From an optimization exercise on the open Yosys and OpenROAD flow, aimed at small area and a short achievable clock period; shortcuts taken in it are not production practice. RTL that was checked went through simulation tests only; none was proved equivalent to the original. Power figures rest on the tool's default switching activity, not on a simulated workload.

// fft_mag_sq_frame
module fft_mag_sq_frame
#(
  parameter  int FFT_LEN = 64,
  localparam int IDX_W   = $clog2(FFT_LEN)
) (
  input  logic             aclk,
  input  logic             areset,
  input  logic [31:0]      slave_tdata,
  input  logic             slave_tvalid,
  output logic             slave_tready,
  output logic [31:0]      master_tdata,
  output logic             master_tvalid,
  input  logic             master_tready,
  output logic             master_tlast,
  output logic [IDX_W-1:0] peak_bin,
  output logic [31:0]      peak_mag,
  output logic             peak_valid
);
  localparam logic [IDX_W-1:0] LAST_IDX = IDX_W'(FFT_LEN - 1);
  logic             en_s, hs_s, first_s, last_s, upd_s;
  logic [15:0]      re_s, im_s, re_abs_s, im_abs_s;
  logic [31:0]      sum_s, mag_s;
  logic [15:0]      tree_a_s, tree_b_s;
  logic             s1_valid_r, s2_valid_r, s3_valid_r;
  logic [15:0]      s1_re_r, s1_im_r;
  logic [31:0]      s3_mag_r;
  logic [IDX_W-1:0] bin_cnt_r;
  logic [31:0]      run_max_r, peak_mag_r;
  logic [IDX_W-1:0] run_bin_r, peak_bin_r;
  logic             peak_valid_r;
  assign tree_a_s = s1_re_r;
  assign tree_b_s = s1_im_r;
  logic [69:0] tree_bits_s, s2_bits_r;
  ...
Size in the first run: about 1200 cells after synthesis, about 220 flip-flops, about 110 I/O pins, about 15000 um2 of cells after synthesis.
clock: 7.0 ns
lec_check: 0
abc_clock_period_in_ps: 3500
cap_margin: 20
core_margin: 2
core_utilization: 40
cts_buf_list: sky130_fd_sc_hd__clkbuf_8
cts_cluster_diameter: 50
cts_cluster_size: 16
setup_slack_margin: 3.2
slew_margin: 20
synth_hierarchical: 1
synth_minimum_keep_size: 0
standard.sh (not shown) runs the stock make flow with config.mk's settings and CLKGATE_MAP_FILE= SYNTH_SCRIPT=/design/flow/synth_recipe.tcl, a recipe that flattens the netlist after the stock synthesis.
==> flow/flow/run.sh <==
#!/bin/bash
set -euo pipefail
bash standard.sh "BUFFER_PORTS_ARGS=-buffer_cell sky130_fd_sc_hd__buf_1" finish > standard.log 2>&1
Next try:
ABC_CLOCK_PERIOD_IN_PS = 3300   (was 3500)
SETUP_SLACK_MARGIN = 3.5   (was 3.2)
Utilization went up by 1.4 points.
Total power climbs by 1.1%.
Combinational power came out higher by about 6.4%.
Via count climbs by about 4.4%.
No functional check of the RTL was part of any run of this note.

* * *

fft_mag_sq_frame, a different RTL version from the one above (not shown whole).
Size in the first run: about 220 flip-flops, ~110 I/O pins.
Settings: LEC_CHECK=0, ABC_CLOCK_PERIOD_IN_PS=3000, CAP_MARGIN=20, CORE_MARGIN=2, CORE_UTILIZATION=40, CTS_BUF_LIST=sky130_fd_sc_hd__clkbuf_8, CTS_CLUSTER_DIAMETER=50, CTS_CLUSTER_SIZE=16, SETUP_SLACK_MARGIN=3.65, SLEW_MARGIN=20, SYNTH_HIERARCHICAL=1, SYNTH_MINIMUM_KEEP_SIZE=0, TNS_END_PERCENT=5; clock period 7.0 ns.
==> flow/flow/run.sh <==
#!/bin/bash
set -euo pipefail
bash standard.sh \
  "BUFFER_PORTS_ARGS=-buffer_cell sky130_fd_sc_hd__buf_1" \
  "CTS_ARGS=-sink_clustering_enable -repair_clock_nets -sink_clustering_size 16 -sink_clustering_max_diameter 50 -buf_list sky130_fd_sc_hd__clkbuf_8 -dont_use_dummy_load" \
  finish > standard.log 2>&1
Change:
Settings changed: CORE_UTILIZATION 40 to 55, SETUP_SLACK_MARGIN 3.65 to 3.75.
Clock skew went down by 27 ps.
Wire length went down by a few percent.
Critical path depth is unchanged.
Fmax climbs slightly.
Utilization rose by 16 points.
Change:
==> flow/flow/run.sh (replaced) <==
#!/bin/bash
set -euo pipefail
bash standard.sh \
  "BUFFER_PORTS_ARGS=-buffer_cell sky130_fd_sc_hd__buf_1" \
  "CTS_ARGS=-sink_clustering_enable -repair_clock_nets -sink_clustering_size 12 -sink_clustering_max_diameter 40 -buf_list sky130_fd_sc_hd__clkbuf_4 -dont_use_dummy_load" \
  finish > standard.log 2>&1
Settings changed: CORE_UTILIZATION 55 to 40, CTS_BUF_LIST sky130_fd_sc_hd__clkbuf_8 to sky130_fd_sc_hd__clkbuf_4, CTS_CLUSTER_DIAMETER 50 to 40, CTS_CLUSTER_SIZE 16 to 12.
=> Wire length climbs by 5.8%; worst setup slack degrades by 66 ps; non-clock buffer count shrinks by 4; synthesized area is unchanged; cell count rose by 7.8%; clock-buffer cell count goes up by 8; sequential power hardly moves; power stays flat; core utilization drops by 16 points.
Change:
==> flow/flow/run.sh (replaced) <==
#!/bin/bash
set -euo pipefail
bash standard.sh \
  "BUFFER_PORTS_ARGS=-buffer_cell sky130_fd_sc_hd__buf_1" \
  "CTS_ARGS=-sink_clustering_enable -repair_clock_nets -sink_clustering_size 16 -sink_clustering_max_diameter 50 -buf_list sky130_fd_sc_hd__clkbuf_8 -dont_use_dummy_load" \
  finish > standard.log 2>&1
Settings changed: CTS_BUF_LIST sky130_fd_sc_hd__clkbuf_4 to sky130_fd_sc_hd__clkbuf_8, CTS_CLUSTER_DIAMETER 40 to 50, CTS_CLUSTER_SIZE 12 to 16.
Outcome: The new run finished with timing, DRC and antenna clean; hold slack gets better by 26 ps; global-route usage came out lower by 0.45 points; final cell count fell by 0.55%; setup slack is better by 48 ps; routed wire length drops by 2.2%.

* * *

Another version of the RTL of fft_mag_sq_frame (not shown whole).
Size in the first run: ~250 flip-flops.
clock: 7.0 ns
lec_check: 0
abc_clock_period_in_ps: 2900
cap_margin: 20
core_margin: 2
core_utilization: 55
cts_buf_list: sky130_fd_sc_hd__clkbuf_8
cts_cluster_diameter: 50
cts_cluster_size: 16
setup_slack_margin: 4.05
slew_margin: 20
synth_hierarchical: 1
synth_minimum_keep_size: 0
tns_end_percent: 5
==> flow/flow/run.sh <==
#!/bin/bash
set -euo pipefail
bash standard.sh \
  "BUFFER_PORTS_ARGS=-buffer_cell sky130_fd_sc_hd__buf_1" \
  "CTS_ARGS=-sink_clustering_enable -repair_clock_nets -sink_clustering_size 16 -sink_clustering_max_diameter 50 -buf_list sky130_fd_sc_hd__clkbuf_8 -dont_use_dummy_load" \
  finish > standard.log 2>&1
The baseline passed the timing, DRC and antenna checks.
Edit:
ABC_CLOCK_PERIOD_IN_PS = 3000   (was 2900)
SETUP_SLACK_MARGIN = 3.9   (was 4.05)
Outcome: Non-clock buffer count falls by 2. Cell area goes down slightly. Power hardly moves. Hold slack is about the same. Area after synthesis does not change. Wire length hardly moves. Critical path depth is unchanged. Global-route usage stays flat. Count of clock-buffer cells in the layout is unchanged. Sequential power barely changes.
Function was not checked in any run of this note: the RTL went through the layout flow alone.

## re-timing with driven ports
The flow's constraints put no driver on any port. The routed layouts listed below were extracted and timed again, unchanged, in two steps.
Step 1, drivers: a clkbuf_16 drives aclk and a buf_2 each remaining input, both assumed.
Step 2, shift: input delay + t, output delay - t, t = (earliest + latest rising clock arrival at the registers) / 2. This alone moves slack from input paths to output paths.
Three values: ideal, step 1, step 2; two values: the first two.
run	shift t [ns]	setup slack, ns	slew at the worst register clock pin (ns)
the first run of note 1	0.600	3.389 / 3.367 / 3.367	0.08 / 0.08
the second run of note 1	0.621	3.600 / 3.584 / 3.555	0.09 / 0.09
the first run of note 2	0.593	3.689 / 3.625 / 3.363	0.09 / 0.09
the second run of note 2	0.613	3.725 / 3.700 / 3.592	0.09 / 0.09
the third run of note 2	0.669	3.659 / 3.660 / 3.402	0.12 / 0.12
the fourth run of note 2	0.596	3.708 / 3.704 / 3.414	0.10 / 0.10
the first run of note 3	0.601	3.545 / 3.561 / 2.960	0.09 / 0.09
the second run of note 3	0.601	3.544 / 3.560 / 2.959	0.09 / 0.09
After both steps every run listed still meets setup and hold.
